Background: an optimization exercise with open tools, aiming at small area, a short achievable clock period and few clock cycles per item. Do not read the settings as production practice.
At most, simulation tests tie the RTL to the original design; equivalence was not proved.
Only the layout flow was run in run 2; the RTL was not checked for function there.

==> flow/design.v, too long to show whole: its modules and the start of the top module <==
// module two_point_weight_conversion: 1074 lines
module two_point_weight_conversion #(
    parameter int SAMPLE_BITS = 16
) (
    input  logic                   clk,
    input  logic                   rst_n,
    input  logic                   cfg_we,
    input  logic [1:0]             cfg_index,
    input  logic [15:0]            cfg_data,
    input  logic                   in_valid,
    output logic                   in_stall,
    input  logic [SAMPLE_BITS-1:0] adc_sample,
    output logic                   out_valid,
    input  logic                   out_stall,
    output logic [31:0]            weight_value,
    output logic                   below_zero,
    output logic                   span_error
);
  // ...
==> flow/run.sh <==
#!/bin/bash
# synth_recipe.tcl (not shown) runs the flow's synth.tcl, then flattens the netlist and writes it again
# the make line also repeats each setting of config.mk as NAME=value (left out here)
make -C /OpenROAD-flow-scripts/flow DESIGN_CONFIG=/design/flow/config.mk WORK_HOME=/design/flow/orfs CLKGATE_MAP_FILE= SYNTH_SCRIPT=/design/flow/synth_recipe.tcl finish
==> flow/config.mk <==
export PLATFORM = sky130hd
export DESIGN_NAME = two_point_weight_conversion
export DESIGN_NICKNAME = two_point_weight_conversion
export VERILOG_FILES = /design/flow/design.v
export SDC_FILE = /design/flow/constraint.sdc
export NUM_CORES = 4
export LEC_CHECK = 0
export CAP_MARGIN = 20
export CORE_MARGIN = 2
export CORE_UTILIZATION = 40
export SLEW_MARGIN = 20
==> flow/constraint.sdc <==
create_clock -name core_clock -period 10.0 [get_ports {clk}]
set_input_delay 2.0000 -clock core_clock [delete_from_list [all_inputs] [get_ports {clk}]]
set_output_delay 2.0000 -clock core_clock [all_outputs]
set_load 0.01 [all_outputs]
==> results.toml, run 1 <==
[status]
status = "no timing/DRC/antenna violations"

[cts]
cts_buffers = 111
post_cts_buffers = 0
cts_tree = "done"
cts-root-buf = "clkbuf_16"

[cells_and_area]
layout.nonclk_buf_share_pct = 1.78
nonClockInverterCount = 493
fin_cells = 7830
fillCellCount = 14500

[route]
ant_nets = 0

[logic_synthesis]
synth_adder_area_share_pct = 17.2
synth-simple-area-share_pct = 10.3
synth_top_area_cell = "edfxtp_1"
synth-xor-area-share_pct = 4.72
synth.most_common_cell = "edfxtp_1"

[worst_setup_path]
crit_buf_inv = 3

[flow_run]
maxCapViolations = 0

[worst_hold_path]
min_from = "n_r[22]$_DFFE_PN_"

[global_routing]
use_met3_pct = 2.55
track_usage_pct = 17.7

[sta]
tns_ns = 0

[placed_design]
port_buffers = 73
dp.cells = 7622

[die]
ioPinCount = 75
Testbench counts, summed over its fixed seeds: cycles 10,656, items 9,600.
==> run 2: changes to the inputs <==
--- a/flow/design.v
+++ b/flow/design.v
@@ -55,17 +55,17 @@
     assign cnt_ge = (c1_r >= c2_r);
     assign diff_c = cnt_ge ? ({1'b0, w1_r} - {1'b0, w2_r}) : ({1'b0, w2_r} - {1'b0, w1_r});
     assign adc_c  = cnt_gt ? (c1_r - c2_r) : (cnt_ge ? 16'd1 : (c2_r - c1_r));
     assign err_c  = diff_c[14] || (diff_c == 15'd0);
     localparam logic [3:0] S_IDLE = 4'd0, S_LOAD = 4'd1, S_M1 = 4'd2, S_M2 = 4'd3,
                            S_DIV = 4'd4, S_P2A = 4'd5, S_P2B = 4'd6, S_P3A = 4'd7,
                            S_P3B = 4'd8;
     logic [3:0]  st;
-    logic [3:0]  cnt;
+    logic [4:0]  cnt;
     logic        err_r;
     logic [15:0] a_r;       
     logic [13:0] d_r;       
     logic [31:0] k_r;       
     logic [15:0] x_r;       
     logic        x_v;
     logic [15:0] sk_r;
     logic        sk_v;
@@ -79,30 +79,30 @@
     logic [3:0] st_next;
     always_comb
     begin
         st_next = st;
         case (st)
             S_LOAD: st_next = S_M1;
             S_M1:   st_next = S_M2;
             S_M2:   st_next = S_DIV;
-            S_DIV:  st_next = (cnt == 4'd14) ? S_P2A : S_DIV;
+            S_DIV:  st_next = (cnt == 5'd29) ? S_P2A : S_DIV;
             S_P2A:  st_next = S_P2B;
             S_P2B:  st_next = S_P3A;
             S_P3A:  st_next = S_P3B;
             S_P3B:  st_next = S_IDLE;
             default: st_next = S_IDLE;
         endcase
         if (cfg_we)
             st_next = S_LOAD;
     end
-    logic [13:0] cd_rem [3];
+    logic [13:0] cd_rem [2];
     assign cd_rem[0] = d_r;
     genvar gi;
-    for (gi = 0; gi < 2; gi++)
+    for (gi = 0; gi < 1; gi++)
     begin : g_cdiv
         logic [14:0] trial;
         logic [15:0] diff;
         assign trial = {cd_rem[gi], k_r[29 - gi]};
         assign diff  = {1'b0, trial} - {2'b00, a_r[13:0]};
         assign cd_rem[gi + 1] = diff[15] ? trial[13:0] : diff[13:0];
     end
     always_ff @(posedge clk or negedge rst_n)
@@ -142,23 +142,23 @@
                 x_r   <= err_c ? 16'd0 : adc_c;
                 d_r   <= w1_r;
                 err_r <= err_c;
             end
             S_M2:
             begin
                 k_r <= f;
                 d_r <= '0;
-                cnt <= 4'd0;
+                cnt <= 5'd0;
             end
             S_DIV:
             begin
-                d_r <= cd_rem[2];
-                k_r[29:0] <= {k_r[27:0], k_r[29:28]};
-                cnt <= cnt + 4'd1;
+                d_r <= cd_rem[1];
+                k_r[29:0] <= {k_r[28:0], k_r[29:29]};
+                cnt <= cnt + 5'd1;
                 x_r <= 16'd1;
             end
             S_P2A:
             begin
                 x_r <= c1_r;
                 d_r <= err_r ? 14'd0 : a_r[13:0];
                 a_r <= adc_c;
             end
@@ -599,488 +599,624 @@
     assign t_415 = t_358 ^ t_359 ^ cin_c[27];
     assign t_416 = (t_358 & t_359) | (t_358 & cin_c[27]) | (t_359 & cin_c[27]);
     assign t_417 = t_360 ^ pp[13][15] ^ cin_c[28];
     assign t_418 = (t_360 & pp[13][15]) | (t_360 & cin_c[28]) | (pp[13][15] & cin_c[28]);
     logic [31:0] row_s, row_c;
     assign row_s = {cin_c[31], cin_c[30], t_418, t_416, t_414, t_412, t_410, t_408, t_406, t_404, t_402, t_400, t_398, t_396, t_394, t_392, t_390, t_388, t_386, t_384, t_382, t_380, t_378, t_376, t_374, t_372, t_370, t_368, t_366, t_364, t_362, t_361};
     assign row_c = {1'b0, 1'b0, cin_c[29], t_417, t_415, t_413, t_411, t_409, t_407, t_405, t_403, t_401, t_399, t_397, t_395, t_393, t_391, t_389, t_387, t_385, t_383, t_381, t_379, t_377, t_375, t_373, t_371, t_369, t_367, t_365, t_363, cin_b};
     logic [31:0] cs_s, cs_c;
-    logic        vb;
     always_ff @(posedge clk)
     begin
         if (en)
         begin
             cs_s <= row_s;
             cs_c <= row_c;
         end
     end
     logic [30:0] n_r;
-    logic        nb_r, vc;
-    assign f = cs_s + cs_c;
+    logic        nb_r;
+    logic [31:0] fneg;
+    assign f    = cs_s + cs_c;
+    assign fneg = (~cs_s) + (~cs_c) + 32'd2;
     always_ff @(posedge clk)
     begin
         if (en)
         begin
             nb_r <= f[31];
-            n_r  <= f[31] ? (31'(~f) + 31'd1) : f[30:0];
+            n_r  <= f[31] ? fneg[30:0] : f[30:0];
         end
     end
+    logic [17:0] a18, a18n;
+    assign a18  = {2'b00, a_r};
+    assign a18n = 18'd0 - a18;
+    logic [30:0] nq_0;
     logic [0:0] tr_0;
     logic [16:0] df_0;
     logic [0:0] rm_0;
-    logic [30:0] nq_0;
     assign tr_0 = n_r[30];
     assign df_0 = 17'(tr_0) - 17'(a_r);
     assign rm_0 = df_0[16] ? 1'(tr_0) : 1'(df_0);
     assign nq_0 = {n_r[29:0], ~df_0[16]};
+    logic [0:0] sr_0;
+    logic [30:0] sq_0;
+    logic sb_0;
+    always_ff @(posedge clk)
+    begin
+        if (en)
+        begin
+            sr_0 <= rm_0;
+            sq_0 <= nq_0;
+            sb_0 <= nb_r;
+        end
+    end
+    logic [30:0] nq_1;
     logic [1:0] tr_1;
     logic [16:0] df_1;
     logic [1:0] rm_1;
-    logic [30:0] nq_1;
-    assign tr_1 = {rm_0, nq_0[30]};
+    assign tr_1 = {sr_0, sq_0[30]};
     assign df_1 = 17'(tr_1) - 17'(a_r);
     assign rm_1 = df_1[16] ? 2'(tr_1) : 2'(df_1);
-    assign nq_1 = {nq_0[29:0], ~df_1[16]};
-    logic [1:0] sr_0;
-    logic [30:0] sq_0;
-    logic sb_0;
+    assign nq_1 = {sq_0[29:0], ~df_1[16]};
+    logic [1:0] sr_1;
+    logic [30:0] sq_1;
+    logic sb_1;
     always_ff @(posedge clk)
     begin
         if (en)
         begin
-            sr_0 <= rm_1;
-            sq_0 <= nq_1;
-            sb_0 <= nb_r;
+            sr_1 <= rm_1;
+            sq_1 <= nq_1;
+            sb_1 <= sb_0;
         end
     end
+    logic [30:0] nq_2;
     logic [2:0] tr_2;
     logic [16:0] df_2;
     logic [2:0] rm_2;
-    logic [30:0] nq_2;
-    assign tr_2 = {sr_0, sq_0[30]};
+    assign tr_2 = {sr_1, sq_1[30]};
     assign df_2 = 17'(tr_2) - 17'(a_r);
     assign rm_2 = df_2[16] ? 3'(tr_2) : 3'(df_2);
-    assign nq_2 = {sq_0[29:0], ~df_2[16]};
+    assign nq_2 = {sq_1[29:0], ~df_2[16]};
+    logic [2:0] sr_2;
+    logic [30:0] sq_2;
+    logic sb_2;
+    always_ff @(posedge clk)
+    begin
+        if (en)
+        begin
+            sr_2 <= rm_2;
+            sq_2 <= nq_2;
+            sb_2 <= sb_1;
+        end
+    end
+    logic [30:0] nq_3;
     logic [3:0] tr_3;
     logic [16:0] df_3;
     logic [3:0] rm_3;
-    logic [30:0] nq_3;
-    assign tr_3 = {rm_2, nq_2[30]};
+    assign tr_3 = {sr_2, sq_2[30]};
     assign df_3 = 17'(tr_3) - 17'(a_r);
     assign rm_3 = df_3[16] ? 4'(tr_3) : 4'(df_3);
-    assign nq_3 = {nq_2[29:0], ~df_3[16]};
-    logic [3:0] sr_1;
-    logic [30:0] sq_1;
-    logic sb_1;
+    assign nq_3 = {sq_2[29:0], ~df_3[16]};
+    logic [3:0] sr_3;
+    logic [30:0] sq_3;
+    logic sb_3;
     always_ff @(posedge clk)
     begin
         if (en)
         begin
-            sr_1 <= rm_3;
-            sq_1 <= nq_3;
-            sb_1 <= sb_0;
+            sr_3 <= rm_3;
+            sq_3 <= nq_3;
+            sb_3 <= sb_2;
         end
     end
+    logic [30:0] nq_4;
     logic [4:0] tr_4;
     logic [16:0] df_4;
     logic [4:0] rm_4;
-    logic [30:0] nq_4;
-    assign tr_4 = {sr_1, sq_1[30]};
+    assign tr_4 = {sr_3, sq_3[30]};
     assign df_4 = 17'(tr_4) - 17'(a_r);
     assign rm_4 = df_4[16] ? 5'(tr_4) : 5'(df_4);
-    assign nq_4 = {sq_1[29:0], ~df_4[16]};
+    assign nq_4 = {sq_3[29:0], ~df_4[16]};
+    logic [4:0] sr_4;
+    logic [30:0] sq_4;
+    logic sb_4;
+    always_ff @(posedge clk)
+    begin
+        if (en)
+        begin
+            sr_4 <= rm_4;
+            sq_4 <= nq_4;
+            sb_4 <= sb_3;
+        end
+    end
+    logic [30:0] nq_5;
     logic [5:0] tr_5;
     logic [16:0] df_5;
     logic [5:0] rm_5;
-    logic [30:0] nq_5;
-    assign tr_5 = {rm_4, nq_4[30]};
+    assign tr_5 = {sr_4, sq_4[30]};
     assign df_5 = 17'(tr_5) - 17'(a_r);
     assign rm_5 = df_5[16] ? 6'(tr_5) : 6'(df_5);
-    assign nq_5 = {nq_4[29:0], ~df_5[16]};
-    logic [5:0] sr_2;
-    logic [30:0] sq_2;
-    logic sb_2;
+    assign nq_5 = {sq_4[29:0], ~df_5[16]};
+    logic [5:0] sr_5;
+    logic [30:0] sq_5;
+    logic sb_5;
     always_ff @(posedge clk)
     begin
         if (en)
         begin
-            sr_2 <= rm_5;
-            sq_2 <= nq_5;
-            sb_2 <= sb_1;
+            sr_5 <= rm_5;
+            sq_5 <= nq_5;
+            sb_5 <= sb_4;
         end
     end
+    logic [30:0] nq_6;
     logic [6:0] tr_6;
     logic [16:0] df_6;
     logic [6:0] rm_6;
-    logic [30:0] nq_6;
-    assign tr_6 = {sr_2, sq_2[30]};
+    assign tr_6 = {sr_5, sq_5[30]};
     assign df_6 = 17'(tr_6) - 17'(a_r);
     assign rm_6 = df_6[16] ? 7'(tr_6) : 7'(df_6);
-    assign nq_6 = {sq_2[29:0], ~df_6[16]};
+    assign nq_6 = {sq_5[29:0], ~df_6[16]};
+    logic [6:0] sr_6;
+    logic [30:0] sq_6;
+    logic sb_6;
+    always_ff @(posedge clk)
+    begin
+        if (en)
+        begin
+            sr_6 <= rm_6;
+            sq_6 <= nq_6;
+            sb_6 <= sb_5;
+        end
+    end
+    logic [30:0] nq_7;
     logic [7:0] tr_7;
     logic [16:0] df_7;
     logic [7:0] rm_7;
-    logic [30:0] nq_7;
-    assign tr_7 = {rm_6, nq_6[30]};
+    assign tr_7 = {sr_6, sq_6[30]};
     assign df_7 = 17'(tr_7) - 17'(a_r);
     assign rm_7 = df_7[16] ? 8'(tr_7) : 8'(df_7);
-    assign nq_7 = {nq_6[29:0], ~df_7[16]};
-    logic [7:0] sr_3;
-    logic [30:0] sq_3;
-    logic sb_3;
+    assign nq_7 = {sq_6[29:0], ~df_7[16]};
+    logic [7:0] sr_7;
+    logic [30:0] sq_7;
+    logic sb_7;
     always_ff @(posedge clk)
     begin
         if (en)
         begin
-            sr_3 <= rm_7;
-            sq_3 <= nq_7;
-            sb_3 <= sb_2;
+            sr_7 <= rm_7;
+            sq_7 <= nq_7;
+            sb_7 <= sb_6;
         end
     end
-    logic [8:0] tr_8;
-    logic [16:0] df_8;
-    logic [8:0] rm_8;
     logic [30:0] nq_8;
-    assign tr_8 = {sr_3, sq_3[30]};
-    assign df_8 = 17'(tr_8) - 17'(a_r);
-    assign rm_8 = df_8[16] ? 9'(tr_8) : 9'(df_8);
-    assign nq_8 = {sq_3[29:0], ~df_8[16]};
-    logic [9:0] tr_9;
-    logic [16:0] df_9;
-    logic [9:0] rm_9;
+    logic [17:0] tr_8;
+    logic [16:0] rm_8;
+    assign tr_8 = 18'({sr_7, sq_7[30]}) - 18'(a_r);
+    assign rm_8 = tr_8[16:0];
+    assign nq_8 = {sq_7[29:0], ~tr_8[17]};
+    logic [16:0] sr_8;
+    logic [30:0] sq_8;
+    logic sb_8;
+    always_ff @(posedge clk)
+    begin
+        if (en)
+        begin
+            sr_8 <= rm_8;
+            sq_8 <= nq_8;
+            sb_8 <= sb_7;
+        end
+    end
     logic [30:0] nq_9;
-    assign tr_9 = {rm_8, nq_8[30]};
-    assign df_9 = 17'(tr_9) - 17'(a_r);
-    assign rm_9 = df_9[16] ? 10'(tr_9) : 10'(df_9);
-    assign nq_9 = {nq_8[29:0], ~df_9[16]};
-    logic [9:0] sr_4;
-    logic [30:0] sq_4;
-    logic sb_4;
+    logic [17:0] tr_9;
+    logic [16:0] rm_9;
+    assign tr_9 = {sr_8, sq_8[30]} + (sr_8[16] ? a18 : a18n);
+    assign rm_9 = tr_9[16:0];
+    assign nq_9 = {sq_8[29:0], ~tr_9[17]};
+    logic [16:0] sr_9;
+    logic [30:0] sq_9;
+    logic sb_9;
     always_ff @(posedge clk)
     begin
         if (en)
         begin
-            sr_4 <= rm_9;
-            sq_4 <= nq_9;
-            sb_4 <= sb_3;
+            sr_9 <= rm_9;
+            sq_9 <= nq_9;
+            sb_9 <= sb_8;
         end
     end
-    logic [10:0] tr_10;
-    logic [16:0] df_10;
-    logic [10:0] rm_10;
     logic [30:0] nq_10;
-    assign tr_10 = {sr_4, sq_4[30]};
-    assign df_10 = 17'(tr_10) - 17'(a_r);
-    assign rm_10 = df_10[16] ? 11'(tr_10) : 11'(df_10);
-    assign nq_10 = {sq_4[29:0], ~df_10[16]};
-    logic [11:0] tr_11;
-    logic [16:0] df_11;
-    logic [11:0] rm_11;
+    logic [17:0] tr_10;
+    logic [16:0] rm_10;
+    assign tr_10 = {sr_9, sq_9[30]} + (sr_9[16] ? a18 : a18n);
+    assign rm_10 = tr_10[16:0];
+    assign nq_10 = {sq_9[29:0], ~tr_10[17]};
+    logic [16:0] sr_10;
+    logic [30:0] sq_10;
+    logic sb_10;
+    always_ff @(posedge clk)
+    begin
+        if (en)
+        begin
+            sr_10 <= rm_10;
+            sq_10 <= nq_10;
+            sb_10 <= sb_9;
+        end
+    end
     logic [30:0] nq_11;
-    assign tr_11 = {rm_10, nq_10[30]};
-    assign df_11 = 17'(tr_11) - 17'(a_r);
-    assign rm_11 = df_11[16] ? 12'(tr_11) : 12'(df_11);
-    assign nq_11 = {nq_10[29:0], ~df_11[16]};
-    logic [11:0] sr_5;
-    logic [30:0] sq_5;
-    logic sb_5;
+    logic [17:0] tr_11;
+    logic [16:0] rm_11;
+    assign tr_11 = {sr_10, sq_10[30]} + (sr_10[16] ? a18 : a18n);
+    assign rm_11 = tr_11[16:0];
+    assign nq_11 = {sq_10[29:0], ~tr_11[17]};
+    logic [16:0] sr_11;
+    logic [30:0] sq_11;
+    logic sb_11;
     always_ff @(posedge clk)
     begin
         if (en)
         begin
-            sr_5 <= rm_11;
-            sq_5 <= nq_11;
-            sb_5 <= sb_4;
+            sr_11 <= rm_11;
+            sq_11 <= nq_11;
+            sb_11 <= sb_10;
         end
     end
-    logic [12:0] tr_12;
-    logic [16:0] df_12;
-    logic [12:0] rm_12;
     logic [30:0] nq_12;
-    assign tr_12 = {sr_5, sq_5[30]};
-    assign df_12 = 17'(tr_12) - 17'(a_r);
-    assign rm_12 = df_12[16] ? 13'(tr_12) : 13'(df_12);
-    assign nq_12 = {sq_5[29:0], ~df_12[16]};
-    logic [13:0] tr_13;
-    logic [16:0] df_13;
-    logic [13:0] rm_13;
+    logic [17:0] tr_12;
+    logic [16:0] rm_12;
+    assign tr_12 = {sr_11, sq_11[30]} + (sr_11[16] ? a18 : a18n);
+    assign rm_12 = tr_12[16:0];
+    assign nq_12 = {sq_11[29:0], ~tr_12[17]};
+    logic [16:0] sr_12;
+    logic [30:0] sq_12;
+    logic sb_12;
+    always_ff @(posedge clk)
+    begin
+        if (en)
+        begin
+            sr_12 <= rm_12;
+            sq_12 <= nq_12;
+            sb_12 <= sb_11;
+        end
+    end
     logic [30:0] nq_13;
-    assign tr_13 = {rm_12, nq_12[30]};
-    assign df_13 = 17'(tr_13) - 17'(a_r);
-    assign rm_13 = df_13[16] ? 14'(tr_13) : 14'(df_13);
-    assign nq_13 = {nq_12[29:0], ~df_13[16]};
-    logic [13:0] sr_6;
-    logic [30:0] sq_6;
-    logic sb_6;
+    logic [17:0] tr_13;
+    logic [16:0] rm_13;
+    assign tr_13 = {sr_12, sq_12[30]} + (sr_12[16] ? a18 : a18n);
+    assign rm_13 = tr_13[16:0];
+    assign nq_13 = {sq_12[29:0], ~tr_13[17]};
+    logic [16:0] sr_13;
+    logic [30:0] sq_13;
+    logic sb_13;
     always_ff @(posedge clk)
     begin
         if (en)
         begin
-            sr_6 <= rm_13;
-            sq_6 <= nq_13;
-            sb_6 <= sb_5;
+            sr_13 <= rm_13;
+            sq_13 <= nq_13;
+            sb_13 <= sb_12;
         end
     end
-    logic [14:0] tr_14;
-    logic [16:0] df_14;
-    logic [14:0] rm_14;
     logic [30:0] nq_14;
-    assign tr_14 = {sr_6, sq_6[30]};
-    assign df_14 = 17'(tr_14) - 17'(a_r);
-    assign rm_14 = df_14[16] ? 15'(tr_14) : 15'(df_14);
-    assign nq_14 = {sq_6[29:0], ~df_14[16]};
-    logic [15:0] tr_15;
-    logic [16:0] df_15;
-    logic [15:0] rm_15;
+    logic [17:0] tr_14;
+    logic [16:0] rm_14;
+    assign tr_14 = {sr_13, sq_13[30]} + (sr_13[16] ? a18 : a18n);
+    assign rm_14 = tr_14[16:0];
+    assign nq_14 = {sq_13[29:0], ~tr_14[17]};
+    logic [16:0] sr_14;
+    logic [30:0] sq_14;
+    logic sb_14;
+    always_ff @(posedge clk)
+    begin
+        if (en)
+        begin
+            sr_14 <= rm_14;
+            sq_14 <= nq_14;
+            sb_14 <= sb_13;
+        end
+    end
     logic [30:0] nq_15;
-    assign tr_15 = {rm_14, nq_14[30]};
-    assign df_15 = 17'(tr_15) - 17'(a_r);
-    assign rm_15 = df_15[16] ? 16'(tr_15) : 16'(df_15);
-    assign nq_15 = {nq_14[29:0], ~df_15[16]};
-    logic [15:0] sr_7;
-    logic [30:0] sq_7;
-    logic sb_7;
+    logic [17:0] tr_15;
+    logic [16:0] rm_15;
+    assign tr_15 = {sr_14, sq_14[30]} + (sr_14[16] ? a18 : a18n);
+    assign rm_15 = tr_15[16:0];
+    assign nq_15 = {sq_14[29:0], ~tr_15[17]};
+    logic [16:0] sr_15;
+    logic [30:0] sq_15;
+    logic sb_15;
     always_ff @(posedge clk)
     begin
         if (en)
         begin
-            sr_7 <= rm_15;
-            sq_7 <= nq_15;
-            sb_7 <= sb_6;
+            sr_15 <= rm_15;
+            sq_15 <= nq_15;
+            sb_15 <= sb_14;
         end
     end
-    logic [16:0] tr_16;
-    logic [17:0] df_16;
-    logic [15:0] rm_16;
     logic [30:0] nq_16;
-    assign tr_16 = {sr_7, sq_7[30]};
-    assign df_16 = 18'(tr_16) - 18'(a_r);
-    assign rm_16 = df_16[17] ? 16'(tr_16) : 16'(df_16);
-    assign nq_16 = {sq_7[29:0], ~df_16[17]};
-    logic [16:0] tr_17;
-    logic [17:0] df_17;
-    logic [15:0] rm_17;
+    logic [17:0] tr_16;
+    logic [16:0] rm_16;
+    assign tr_16 = {sr_15, sq_15[30]} + (sr_15[16] ? a18 : a18n);
+    assign rm_16 = tr_16[16:0];
+    assign nq_16 = {sq_15[29:0], ~tr_16[17]};
+    logic [16:0] sr_16;
+    logic [30:0] sq_16;
+    logic sb_16;
+    always_ff @(posedge clk)
+    begin
+        if (en)
+        begin
+            sr_16 <= rm_16;
+            sq_16 <= nq_16;
+            sb_16 <= sb_15;
+        end
+    end
     logic [30:0] nq_17;
-    assign tr_17 = {rm_16, nq_16[30]};
-    assign df_17 = 18'(tr_17) - 18'(a_r);
-    assign rm_17 = df_17[17] ? 16'(tr_17) : 16'(df_17);
-    assign nq_17 = {nq_16[29:0], ~df_17[17]};
-    logic [15:0] sr_8;
-    logic [30:0] sq_8;
-    logic sb_8;
+    logic [17:0] tr_17;
+    logic [16:0] rm_17;
+    assign tr_17 = {sr_16, sq_16[30]} + (sr_16[16] ? a18 : a18n);
+    assign rm_17 = tr_17[16:0];
+    assign nq_17 = {sq_16[29:0], ~tr_17[17]};
+    logic [16:0] sr_17;
+    logic [30:0] sq_17;
+    logic sb_17;
     always_ff @(posedge clk)
     begin
         if (en)
         begin
-            sr_8 <= rm_17;
-            sq_8 <= nq_17;
-            sb_8 <= sb_7;
+            sr_17 <= rm_17;
+            sq_17 <= nq_17;
+            sb_17 <= sb_16;
         end
     end
-    logic [16:0] tr_18;
-    logic [17:0] df_18;
-    logic [15:0] rm_18;
     logic [30:0] nq_18;
-    assign tr_18 = {sr_8, sq_8[30]};
-    assign df_18 = 18'(tr_18) - 18'(a_r);
-    assign rm_18 = df_18[17] ? 16'(tr_18) : 16'(df_18);
-    assign nq_18 = {sq_8[29:0], ~df_18[17]};
-    logic [16:0] tr_19;
-    logic [17:0] df_19;
-    logic [15:0] rm_19;
+    logic [17:0] tr_18;
+    logic [16:0] rm_18;
+    assign tr_18 = {sr_17, sq_17[30]} + (sr_17[16] ? a18 : a18n);
+    assign rm_18 = tr_18[16:0];
+    assign nq_18 = {sq_17[29:0], ~tr_18[17]};
+    logic [16:0] sr_18;
+    logic [30:0] sq_18;
+    logic sb_18;
+    always_ff @(posedge clk)
+    begin
+        if (en)
+        begin
+            sr_18 <= rm_18;
+            sq_18 <= nq_18;
+            sb_18 <= sb_17;
+        end
+    end
     logic [30:0] nq_19;
-    assign tr_19 = {rm_18, nq_18[30]};
-    assign df_19 = 18'(tr_19) - 18'(a_r);
-    assign rm_19 = df_19[17] ? 16'(tr_19) : 16'(df_19);
-    assign nq_19 = {nq_18[29:0], ~df_19[17]};
-    logic [15:0] sr_9;
-    logic [30:0] sq_9;
-    logic sb_9;
+    logic [17:0] tr_19;
+    logic [16:0] rm_19;
+    assign tr_19 = {sr_18, sq_18[30]} + (sr_18[16] ? a18 : a18n);
+    assign rm_19 = tr_19[16:0];
+    assign nq_19 = {sq_18[29:0], ~tr_19[17]};
+    logic [16:0] sr_19;
+    logic [30:0] sq_19;
+    logic sb_19;
     always_ff @(posedge clk)
     begin
         if (en)
         begin
-            sr_9 <= rm_19;
-            sq_9 <= nq_19;
-            sb_9 <= sb_8;
+            sr_19 <= rm_19;
+            sq_19 <= nq_19;
+            sb_19 <= sb_18;
         end
     end
-    logic [16:0] tr_20;
-    logic [17:0] df_20;
-    logic [15:0] rm_20;
     logic [30:0] nq_20;
-    assign tr_20 = {sr_9, sq_9[30]};
-    assign df_20 = 18'(tr_20) - 18'(a_r);
-    assign rm_20 = df_20[17] ? 16'(tr_20) : 16'(df_20);
-    assign nq_20 = {sq_9[29:0], ~df_20[17]};
-    logic [16:0] tr_21;
-    logic [17:0] df_21;
-    logic [15:0] rm_21;
+    logic [17:0] tr_20;
+    logic [16:0] rm_20;
+    assign tr_20 = {sr_19, sq_19[30]} + (sr_19[16] ? a18 : a18n);
+    assign rm_20 = tr_20[16:0];
+    assign nq_20 = {sq_19[29:0], ~tr_20[17]};
+    logic [16:0] sr_20;
+    logic [30:0] sq_20;
+    logic sb_20;
+    always_ff @(posedge clk)
+    begin
+        if (en)
+        begin
+            sr_20 <= rm_20;
+            sq_20 <= nq_20;
+            sb_20 <= sb_19;
+        end
+    end
     logic [30:0] nq_21;
-    assign tr_21 = {rm_20, nq_20[30]};
-    assign df_21 = 18'(tr_21) - 18'(a_r);
-    assign rm_21 = df_21[17] ? 16'(tr_21) : 16'(df_21);
-    assign nq_21 = {nq_20[29:0], ~df_21[17]};
-    logic [15:0] sr_10;
-    logic [30:0] sq_10;
-    logic sb_10;
+    logic [17:0] tr_21;
+    logic [16:0] rm_21;
+    assign tr_21 = {sr_20, sq_20[30]} + (sr_20[16] ? a18 : a18n);
+    assign rm_21 = tr_21[16:0];
+    assign nq_21 = {sq_20[29:0], ~tr_21[17]};
+    logic [16:0] sr_21;
+    logic [30:0] sq_21;
+    logic sb_21;
     always_ff @(posedge clk)
     begin
         if (en)
         begin
-            sr_10 <= rm_21;
-            sq_10 <= nq_21;
-            sb_10 <= sb_9;
+            sr_21 <= rm_21;
+            sq_21 <= nq_21;
+            sb_21 <= sb_20;
         end
     end
-    logic [16:0] tr_22;
-    logic [17:0] df_22;
-    logic [15:0] rm_22;
     logic [30:0] nq_22;
-    assign tr_22 = {sr_10, sq_10[30]};
-    assign df_22 = 18'(tr_22) - 18'(a_r);
-    assign rm_22 = df_22[17] ? 16'(tr_22) : 16'(df_22);
-    assign nq_22 = {sq_10[29:0], ~df_22[17]};
-    logic [16:0] tr_23;
-    logic [17:0] df_23;
-    logic [15:0] rm_23;
+    logic [17:0] tr_22;
+    logic [16:0] rm_22;
+    assign tr_22 = {sr_21, sq_21[30]} + (sr_21[16] ? a18 : a18n);
+    assign rm_22 = tr_22[16:0];
+    assign nq_22 = {sq_21[29:0], ~tr_22[17]};
+    logic [16:0] sr_22;
+    logic [30:0] sq_22;
+    logic sb_22;
+    always_ff @(posedge clk)
+    begin
+        if (en)
+        begin
+            sr_22 <= rm_22;
+            sq_22 <= nq_22;
+            sb_22 <= sb_21;
+        end
+    end
     logic [30:0] nq_23;
-    assign tr_23 = {rm_22, nq_22[30]};
-    assign df_23 = 18'(tr_23) - 18'(a_r);
-    assign rm_23 = df_23[17] ? 16'(tr_23) : 16'(df_23);
-    assign nq_23 = {nq_22[29:0], ~df_23[17]};
-    logic [15:0] sr_11;
-    logic [30:0] sq_11;
-    logic sb_11;
+    logic [17:0] tr_23;
+    logic [16:0] rm_23;
+    assign tr_23 = {sr_22, sq_22[30]} + (sr_22[16] ? a18 : a18n);
+    assign rm_23 = tr_23[16:0];
+    assign nq_23 = {sq_22[29:0], ~tr_23[17]};
+    logic [16:0] sr_23;
+    logic [30:0] sq_23;
+    logic sb_23;
     always_ff @(posedge clk)
     begin
         if (en)
         begin
-            sr_11 <= rm_23;
-            sq_11 <= nq_23;
-            sb_11 <= sb_10;
+            sr_23 <= rm_23;
+            sq_23 <= nq_23;
+            sb_23 <= sb_22;
         end
     end
-    logic [16:0] tr_24;
-    logic [17:0] df_24;
-    logic [15:0] rm_24;
     logic [30:0] nq_24;
-    assign tr_24 = {sr_11, sq_11[30]};
-    assign df_24 = 18'(tr_24) - 18'(a_r);
-    assign rm_24 = df_24[17] ? 16'(tr_24) : 16'(df_24);
-    assign nq_24 = {sq_11[29:0], ~df_24[17]};
-    logic [16:0] tr_25;
-    logic [17:0] df_25;
-    logic [15:0] rm_25;
+    logic [17:0] tr_24;
+    logic [16:0] rm_24;
+    assign tr_24 = {sr_23, sq_23[30]} + (sr_23[16] ? a18 : a18n);
+    assign rm_24 = tr_24[16:0];
+    assign nq_24 = {sq_23[29:0], ~tr_24[17]};
+    logic [16:0] sr_24;
+    logic [30:0] sq_24;
+    logic sb_24;
+    always_ff @(posedge clk)
+    begin
+        if (en)
+        begin
+            sr_24 <= rm_24;
+            sq_24 <= nq_24;
+            sb_24 <= sb_23;
+        end
+    end
     logic [30:0] nq_25;
-    assign tr_25 = {rm_24, nq_24[30]};
-    assign df_25 = 18'(tr_25) - 18'(a_r);
-    assign rm_25 = df_25[17] ? 16'(tr_25) : 16'(df_25);
-    assign nq_25 = {nq_24[29:0], ~df_25[17]};
-    logic [15:0] sr_12;
-    logic [30:0] sq_12;
-    logic sb_12;
+    logic [17:0] tr_25;
+    logic [16:0] rm_25;
+    assign tr_25 = {sr_24, sq_24[30]} + (sr_24[16] ? a18 : a18n);
+    assign rm_25 = tr_25[16:0];
+    assign nq_25 = {sq_24[29:0], ~tr_25[17]};
+    logic [16:0] sr_25;
+    logic [30:0] sq_25;
+    logic sb_25;
     always_ff @(posedge clk)
     begin
         if (en)
         begin
-            sr_12 <= rm_25;
-            sq_12 <= nq_25;
-            sb_12 <= sb_11;
+            sr_25 <= rm_25;
+            sq_25 <= nq_25;
+            sb_25 <= sb_24;
         end
     end
-    logic [16:0] tr_26;
-    logic [17:0] df_26;
-    logic [15:0] rm_26;
     logic [30:0] nq_26;
-    assign tr_26 = {sr_12, sq_12[30]};
-    assign df_26 = 18'(tr_26) - 18'(a_r);
-    assign rm_26 = df_26[17] ? 16'(tr_26) : 16'(df_26);
-    assign nq_26 = {sq_12[29:0], ~df_26[17]};
-    logic [16:0] tr_27;
-    logic [17:0] df_27;
-    logic [15:0] rm_27;
+    logic [17:0] tr_26;
+    logic [16:0] rm_26;
+    assign tr_26 = {sr_25, sq_25[30]} + (sr_25[16] ? a18 : a18n);
+    assign rm_26 = tr_26[16:0];
+    assign nq_26 = {sq_25[29:0], ~tr_26[17]};
+    logic [16:0] sr_26;
+    logic [30:0] sq_26;
+    logic sb_26;
+    always_ff @(posedge clk)
+    begin
+        if (en)
+        begin
+            sr_26 <= rm_26;
+            sq_26 <= nq_26;
+            sb_26 <= sb_25;
+        end
+    end
     logic [30:0] nq_27;
-    assign tr_27 = {rm_26, nq_26[30]};
-    assign df_27 = 18'(tr_27) - 18'(a_r);
-    assign rm_27 = df_27[17] ? 16'(tr_27) : 16'(df_27);
-    assign nq_27 = {nq_26[29:0], ~df_27[17]};
-    logic [15:0] sr_13;
-    logic [30:0] sq_13;
-    logic sb_13;
+    logic [17:0] tr_27;
+    logic [16:0] rm_27;
+    assign tr_27 = {sr_26, sq_26[30]} + (sr_26[16] ? a18 : a18n);
+    assign rm_27 = tr_27[16:0];
+    assign nq_27 = {sq_26[29:0], ~tr_27[17]};
+    logic [16:0] sr_27;
+    logic [30:0] sq_27;
+    logic sb_27;
     always_ff @(posedge clk)
     begin
         if (en)
         begin
-            sr_13 <= rm_27;
-            sq_13 <= nq_27;
-            sb_13 <= sb_12;
+            sr_27 <= rm_27;
+            sq_27 <= nq_27;
+            sb_27 <= sb_26;
         end
     end
-    logic [16:0] tr_28;
-    logic [17:0] df_28;
-    logic [15:0] rm_28;
     logic [30:0] nq_28;
-    assign tr_28 = {sr_13, sq_13[30]};
-    assign df_28 = 18'(tr_28) - 18'(a_r);
-    assign rm_28 = df_28[17] ? 16'(tr_28) : 16'(df_28);
-    assign nq_28 = {sq_13[29:0], ~df_28[17]};
-    logic [16:0] tr_29;
-    logic [17:0] df_29;
-    logic [15:0] rm_29;
+    logic [17:0] tr_28;
+    logic [16:0] rm_28;
+    assign tr_28 = {sr_27, sq_27[30]} + (sr_27[16] ? a18 : a18n);
+    assign rm_28 = tr_28[16:0];
+    assign nq_28 = {sq_27[29:0], ~tr_28[17]};
+    logic [16:0] sr_28;
+    logic [30:0] sq_28;
+    logic sb_28;
+    always_ff @(posedge clk)
+    begin
+        if (en)
+        begin
+            sr_28 <= rm_28;
+            sq_28 <= nq_28;
+            sb_28 <= sb_27;
+        end
+    end
     logic [30:0] nq_29;
-    assign tr_29 = {rm_28, nq_28[30]};
-    assign df_29 = 18'(tr_29) - 18'(a_r);
-    assign rm_29 = df_29[17] ? 16'(tr_29) : 16'(df_29);
-    assign nq_29 = {nq_28[29:0], ~df_29[17]};
-    logic [15:0] sr_14;
-    logic [30:0] sq_14;
-    logic sb_14;
+    logic [17:0] tr_29;
+    logic [16:0] rm_29;
+    assign tr_29 = {sr_28, sq_28[30]} + (sr_28[16] ? a18 : a18n);
+    assign rm_29 = tr_29[16:0];
+    assign nq_29 = {sq_28[29:0], ~tr_29[17]};
+    logic [16:0] sr_29;
+    logic [30:0] sq_29;
+    logic sb_29;
     always_ff @(posedge clk)
     begin
         if (en)
         begin
-            sr_14 <= rm_29;
-            sq_14 <= nq_29;
-            sb_14 <= sb_13;
+            sr_29 <= rm_29;
+            sq_29 <= nq_29;
+            sb_29 <= sb_28;
         end
     end
-    logic [16:0] tr_30;
-    logic [17:0] df_30;
-    logic [15:0] rm_30;
     logic [30:0] nq_30;
-    assign tr_30 = {sr_14, sq_14[30]};
-    assign df_30 = 18'(tr_30) - 18'(a_r);
-    assign rm_30 = df_30[17] ? 16'(tr_30) : 16'(df_30);
-    assign nq_30 = {sq_14[29:0], ~df_30[17]};
+    logic [17:0] tr_30;
+    logic [16:0] rm_30;
+    assign tr_30 = {sr_29, sq_29[30]} + (sr_29[16] ? a18 : a18n);
+    assign rm_30 = tr_30[16:0];
+    assign nq_30 = {sq_29[29:0], ~tr_30[17]};
     logic [30:0] q_r;
     logic        qb_r;
     always_ff @(posedge clk)
     begin
         if (en)
         begin
             q_r  <= nq_30;
-            qb_r <= sb_14;
+            qb_r <= sb_29;
         end
     end
-    logic [16:0] v_r;    
+    logic [31:0] v_r;    
     always_ff @(posedge clk or negedge rst_n)
     begin
         if (!rst_n)
         begin
             v_r   <= '0;
             out_v <= 1'b0;
         end
         else if (en)
         begin
-            v_r   <= {v_r[15:0], x_v};
-            out_v <= v_r[16];
+            v_r   <= {v_r[30:0], x_v};
+            out_v <= v_r[31];
         end
     end
-    assign vb = v_r[0];
-    assign vc = v_r[1];
     assign in_stall     = stall_r;
     assign out_valid    = out_v;
     assign weight_value = {1'b0, q_r};
     assign below_zero   = qb_r;
     assign span_error   = err_r;
 endmodule
==> run 2 against run 1 <==
  * Still clean
  * Global-route usage down 0.87 points
  * Sequential share of layout area up 11 points
  * Maximum frequency up 18%
  * Highest routed layer unchanged
==> results.toml, run 2 <==
[worst_setup_path]
path_class = "reg -> reg"
cp_top_family = "simple AND/OR/NAND/NOR gates"
slowest_delay_ns = 0.85
crit_arrival_ns = 6.62
worstSetupStartpoint = "a_r[1]$_DFFE_PP_"
cp_cell_sequence = "buf_4 -> inv_1 -> ha_1 -> buf_4 -> and3_1 -> buf_4 -> nand2_1 -> nor3_2 -> buf_4 -> and3_2 -> and3_1 -> and3_2 -> nor2_1 -> xor2_1 -> ha_1 -> and3_1 -> a21oi_1 -> o21ai_0 -> nor4_1 -> nor3_1 -> xor2_1"
crit_buf_inv = 5
crit_top_cell = "buf_4"
cp_slowest_cell = "and3_2"
ff2ff_path_depth = 21
worstSetupEndpoint = "sq_9[0]$_DFFE_PN_"
worstReg2RegStart = "a_r[1]$_DFFE_PP_"
cp.required_ns = 10.54
rrSetupSlack_ns = 3.93
cp.depth = 21
endpoint_kind = "register"
crit_fanout = 34
r2r_end = "sq_9[0]$_DFFE_PN_"
worstSetupStartpointType = "register"

[sta]
slew_headroom_pct = 25.4
fin_worst_skew_ns = 0.0342
final_max_slew_viol_count = 0
hold_viol = 0
period_share_pct = 60.7
rsz0062_at_grt = "false"
worst_pin_slew_ns = 1.12
tns_ns = 0
period_needed_ns = 6.07
max_freq_mhz = 165
finalSetupViolCount = 0

[logic_synthesis]
synth_edf_count = 1596
ys_seq_elements = 1696
synth.most_common_cell = "edfxtp_1"
ys_seq_area_share_pct = 57.4
synth_flop_cell = "edfxtp_1"
async_flop_share_pct = 5.90
synthTopCellsByCount = "1596 x edfxtp_1, 652 x xnor2_1, 596 x nor2_1"
synthCells = 6739
synth_top_area_cell = "edfxtp_1"
synth_cell_type_count = 77
synthesis.nets = 7604
syn_area_per_cell_um2 = 13.0
synthesis.area_um2 = 87800
yosys_warnings = 3
netlist_top_cells_area = "edfxtp_1 55%, ha_1 8.5%, xnor2_1 6.5%"
yosys.area.top_type_share_pct = 54.6

[route]
drc = 0
routed_wl_um = 189000
first_pass_iters = 5
dr_total_vias = 50500
ant_nets = 0
initialDrtViolationCount = 3629
wl_per_cell_um = 19.2
drt-vias-per-instance = 5.12

[cells_and_area]
drive_above_1_share_pct = 8.21
area_growth_pct = 11.6
reg_top3 = "cs_s (32), k_r (32), v_r (32)"
fin_util_pct = 45.0
fin_cells = 9858
fin_nets = 7726
final_cell_mix = "1596 x edfxtp_1, 652 x xnor2_1, 595 x ha_1"
layout_commonest_cell = "edfxtp_1"
post-route-cell-area_um2 = 98000

[cts]
clock_sinks = 1696
post_cts_buffers = 0
cts-root-buf = "clkbuf_16"
cts_tree = "done"
cts_hold_buffers = 0
clock_latency_ns = 0.83
cts_resized = 0
clockBufferDepth = 3
cts_buffers = 181
h-tree-depth = 4
clkTransAtPathRegs_ns = 0.06

[global_routing]
track_usage_pct = 16.8
gr-total-overflow = 0
grt_pass1_wl_um = 293000
first_global_vias = 51400
antenna_found_initial = 2
grt_max_degree = 182

[placed_design]
hpwl_um = 127000
dp.cells = 9532
port_buffers = 73
dpl_cell_area_um2 = 92000
place.gp.congestion = 0.862

[worst_hold_path]
worst_hold_path_type = "reg -> reg"
hold_depth = 0

[die]
die_h_um = 472
dieArea_um2 = 223000
ioPinCount = 75
start_util_pct = 40.3
fp.dieW_um = 472
core_area_um2 = 218000
row_count = 171

[status]
status = "no timing/DRC/antenna violations"

[flow_run]
maxCapViolations = 0
[run 2: changes by cell type after synthesis, moves of 88 or more]
cell	change
ha_1	+88
mux2_2	-169
xnor2_1	+411
o21ai_0	-89
nor2_1	+256
edfxtp_1	+707
o21bai_1	+121
[run 2: through the flow]
step           hold slack [ns]  setup WS (ns)
5_1_grt                  0.407           3.58
2_1_floorplan            0.400          0.751
3_5_place_dp             0.405           3.95
6_report                 0.400           3.93
3_3_place_gp             0.400           3.95
4_1_cts                  0.397           3.90
[run 2: layout make-up]
class / instances / area (um2)
fillers: 19200 / 120000
well taps: 2854 / 3570
flip-flops and latches: 1696 / 50400
inverters: 495 / 1860
repair buffers: 149 / 1390
clock inverters: 103 / 1240
clock buffers: 222 / 4700
multi-input cells: 4338 / 34800
diodes: 1 / 2.50
[run 2: how the worst min path moves through the flow]
stage                             start                  end  slack (ns)
floorplan            sq_29[9]$_DFFE_PN_    q_r[10]$_DFFE_PN_        0.40
global placement     sq_2[11]$_DFFE_PN_   sq_3[12]$_DFFE_PN_        0.40
detailed placement   sq_29[4]$_DFFE_PN_     q_r[5]$_DFFE_PN_        0.40
CTS                 sq_21[29]$_DFFE_PN_  sq_22[30]$_DFFE_PN_        0.40
global route         sq_1[19]$_DFFE_PN_   sq_2[20]$_DFFE_PN_        0.41
finish               sq_0[22]$_DFFE_PN_   sq_1[23]$_DFFE_PN_        0.40
[run 2: worst reg2reg max path, cell delays in order, from the launching register on]
cell and delay (ns):
edfxtp_1 0.35, buf_4 0.30, inv_1 0.45, ha_1 0.23, buf_4 0.32, and3_1 0.21, buf_4 0.33, nand2_1 0.16
nor3_2 0.13, buf_4 0.43, and3_2 0.28, and3_1 0.18, and3_2 0.85, nor2_1 0.13, xor2_1 0.19, ha_1 0.35
and3_1 0.16, a21oi_1 0.13, o21ai_0 0.15, nor4_1 0.21, nor3_1 0.11, xor2_1 0.15
[run 2: cells by family after synthesis]
group                      synth area share (%)
muxes                                      2.57
xor gates and xnor gates                   7.95
AOI/OAI and AO/OA                          7.13
DFF                                        57.4
buffers and inverters                      3.07
and+or+nand+nor                            8.09
adders and majority gates                  13.7
other                                   0.00427
[run 2: metal layers]
layer | vias to the layer above | track usage, % | wire, um
met5 | - | 0 | 0
met4 | 0 | 5.89 | 6050
met3 | 296 | 2.66 | 7600
met2 | 980 | 28.2 | 91200
met1 | 25100 | 22.2 | 84100
li1 | 24100 | - | -

separate check: timing with driven ports:
No port has a modelled driver above. Below, the same layouts with a new extraction and two added sets of constraints.
Step 1 assumes that a clkbuf_16 drives the clock port and a buf_2 every other input.
Step 2 moves the port delays by t, midway between the first and last clock arrival at a register: inputs arrive t later, outputs are due t later. That takes back most of the time a late clock gives input paths.
a / b / c = no drivers / after step 1 / after step 2; a / b = the first two.
run	shift t [ns]	setup WS [ns]	worst setup path at the end	worst data-port slew with drivers (ns)	cell pins on the clock port's net
run 1	0.783	2.847 / 2.847 / 2.847	register to register	0.06	1
run 2	0.901	3.926 / 3.926 / 3.926	register to register	0.09	1
After both steps every run listed still meets setup and hold.
